From an optimization exercise on the open Yosys and OpenROAD flow, aimed at small area; shortcuts taken in it are not production practice. The RTL was checked by simulation tests, not by an equivalence proof against the original design.

==> flow/design.v (excerpt) <==
module fse_lms_updater (
   input  logic         clk,
   input  logic         i_reset,
   input  logic [7:0]   i_is_data_I,
   input  logic [7:0]   i_is_data_Q,
   input  logic         i_ctrl,
   input  logic         i_baud,
   input  logic [11:0]  i_fse_I,
   input  logic [11:0]  i_fse_Q,
   input  logic         i_en_rx,
   input  logic         i_en_lms,
   output logic [71:0]  o_taps_I,
   output logic [71:0]  o_taps_Q,
   output logic         o_en_taps,
   output logic         o_overrun
);
export LEC_CHECK = 0
export CAP_MARGIN = 20
export CORE_MARGIN = 2
export CORE_UTILIZATION = 40
export CTS_BUF_LIST = sky130_fd_sc_hd__clkbuf_16
export CTS_CLUSTER_DIAMETER = 80
export CTS_CLUSTER_SIZE = 30
export SLEW_MARGIN = 20
export SYNTH_HIERARCHICAL = 1
create_clock -name core_clock -period 13.0 [get_ports {clk}]
run.sh (not shown) runs the stock make flow with config.mk's settings and CLKGATE_MAP_FILE= SYNTH_SCRIPT=/design/flow/synth_recipe.tcl, a recipe that flattens the netlist after the stock synthesis.
Edit:
==> flow/flow/run.sh (new file) <==
#!/bin/bash
# Own layout flow: the standard synthesis and ORFS flow (standard.sh), with
# minimum-size port buffers and a clock tree built without dummy loads from
# larger sink clusters. ORFS writes each tool's full log under orfs/logs/;
# the make output of each run goes to a log file here.
set -euo pipefail
bash standard.sh synth > make_synth.log 2>&1
export BUFFER_PORTS_ARGS="-buffer_cell sky130_fd_sc_hd__buf_1"
export CTS_ARGS="-sink_clustering_enable -repair_clock_nets -dont_use_dummy_load -buf_list sky130_fd_sc_hd__clkbuf_16 -sink_clustering_size 30 -sink_clustering_max_diameter 80"
export RECOVER_POWER=100
bash standard.sh finish > make_layout.log 2>&1
==> flow/standard.sh (new file) <==
#!/bin/bash
# synth_recipe.tcl (not shown) runs the flow's synth.tcl, then flattens the netlist and writes it again
# the make line also repeats each setting of config.mk as NAME=value (left out here)
make -C /OpenROAD-flow-scripts/flow DESIGN_CONFIG=/design/flow/config.mk WORK_HOME=/design/flow/orfs CLKGATE_MAP_FILE= SYNTH_SCRIPT=/design/flow/synth_recipe.tcl "${@:-finish}"
Settings changed: CTS_BUF_LIST sky130_fd_sc_hd__clkbuf_16 to unset, CTS_CLUSTER_DIAMETER 80 to unset, CTS_CLUSTER_SIZE 30 to unset.
removed: flow/run.sh
Outcome: The new run finished but fails on max-capacitance violations, max-slew violations; register-to-register slack got worse by 0.28 ns; wire length falls by 1.7%; count of clock-buffer cells in the layout falls by 2; setup slack got worse by 0.28 ns; utilization falls by 2.0 points; synthesized area is unchanged; final cell count falls by 0.77%.
Edit:
==> flow/run.sh (new file) <==
#!/bin/bash
# synth_recipe.tcl (not shown) runs the flow's synth.tcl, then flattens the netlist and writes it again
# the make line also repeats each setting of config.mk as NAME=value (left out here)
make -C /OpenROAD-flow-scripts/flow DESIGN_CONFIG=/design/flow/config.mk WORK_HOME=/design/flow/orfs CLKGATE_MAP_FILE= SYNTH_SCRIPT=/design/flow/synth_recipe.tcl finish
Settings changed: CTS_BUF_LIST set to sky130_fd_sc_hd__clkbuf_8, CTS_CLUSTER_DIAMETER set to 60, CTS_CLUSTER_SIZE set to 20.
removed: flow/flow/run.sh
removed: flow/standard.sh
Effect: With this change the flow completed without violations. Sequential cell count does not change. Hold slack gets better by 0.031 ns. Worst setup slack improved by 0.25 ns. Global-route usage came out higher by 0.42 points.


Another version of the RTL of fse_lms_updater (not shown whole).
Size in the first run: about 2100 cells after synthesis, ~190 I/O pins.
clock: 13.0 ns
lec_check: 0
cap_margin: 20
core_margin: 2
core_utilization: 40
slew_margin: 20
synth_hierarchical: 1
standard.sh (not shown) runs the stock make flow with config.mk's settings and CLKGATE_MAP_FILE= SYNTH_SCRIPT=/design/flow/synth_recipe.tcl, a recipe that flattens the netlist after the stock synthesis.
==> flow/flow/run.sh <==
#!/bin/bash
# Own layout flow: the standard synthesis (standard.sh synth, unchanged),
# then the drive-1 resizing of flow/downsize.tcl on the synthesized netlist,
# then the standard ORFS layout (standard.sh finish) with minimum-size port
# buffers and a clock tree built without dummy loads from larger sink
# clusters. ORFS writes each tool's full log under orfs/logs/; the output of
# each command run here goes to a log file of its own in this folder.
set -euo pipefail
bash standard.sh synth > make_synth.log 2>&1
R=orfs/results/${FLOW_PLATFORM}/fse_lms_updater/base
LIB_FILE=${FLOW_HOME}/platforms/${FLOW_PLATFORM}/lib/sky130_fd_sc_hd__tt_025C_1v80.lib \
ODB=$R/1_synth.odb MAX_FANOUT=4 \
  openroad -no_init -exit flow/downsize.tcl > downsize.log 2>&1
touch $R/1_synth.sdc
export BUFFER_PORTS_ARGS="-buffer_cell sky130_fd_sc_hd__buf_1"
export CTS_ARGS="-sink_clustering_enable -repair_clock_nets -dont_use_dummy_load -buf_list sky130_fd_sc_hd__clkbuf_16 -sink_clustering_size 30 -sink_clustering_max_diameter 80"
bash standard.sh finish > make_layout.log 2>&1
Other scripts of this flow, unchanged in this note and not shown: flow/flow/downsize.tcl
Then changed:
--- a/flow/flow/run.sh
+++ b/flow/flow/run.sh
@@ -14,4 +14,4 @@
 touch $R/1_synth.sdc
 export BUFFER_PORTS_ARGS="-buffer_cell sky130_fd_sc_hd__buf_1"
-export CTS_ARGS="-sink_clustering_enable -repair_clock_nets -dont_use_dummy_load -buf_list sky130_fd_sc_hd__clkbuf_16 -sink_clustering_size 30 -sink_clustering_max_diameter 80"
+export CTS_ARGS="-sink_clustering_enable -repair_clock_nets -dont_use_dummy_load -buf_list sky130_fd_sc_hd__clkbuf_16 -sink_clustering_size 36 -sink_clustering_max_diameter 80"
 bash standard.sh finish > make_layout.log 2>&1
The new run produced a clean layout.
Hold slack is better by 14 ps.
Design area is about the same.
Register-to-register slack improves by 20 ps.
Wire length barely changes.
Global-route usage is about the same.
Non-clock buffer count stays the same.
Critical path depth is unchanged.

afterwards: timing with drivers on the ports:
The flow's constraints put no driver on any port. The routed layouts listed below were extracted and timed again, unchanged, in two steps. Step 1 assumes that a clkbuf_16 drives the clock port and a buf_2 every other input. Step 2 moves the port delays by t, midway between the first and last clock arrival at a register: inputs arrive t later, outputs are due t later. That takes back most of the time a late clock gives input paths. a / b / c = no drivers / after step 1 / after step 2; a / b = the first two.
run	shift t [ns]	slack for setup (ns)	hold WS [ns]	clock arrival spread, ns	worst register clock-pin slew, ns
the first run of note 1	0.657	1.866 / 1.866 / 1.866	0.417 / 0.417 / 0.417	0.024 / 0.024	0.11 / 0.11
the second run of note 1	0.602	1.585 / 1.585 / 1.585	0.365 / 0.365 / 0.365	0.110 / 0.109	0.11 / 0.11
the third run of note 1	0.756	1.833 / 1.833 / 1.833	0.396 / 0.396 / 0.396	0.066 / 0.065	0.12 / 0.12
the first run of note 2	0.618	1.625 / 1.625 / 1.625	0.339 / 0.339 / 0.339	0.100 / 0.100	0.11 / 0.11
the second run of note 2	0.621	1.641 / 1.641 / 1.641	0.352 / 0.352 / 0.352	0.106 / 0.105	0.12 / 0.12
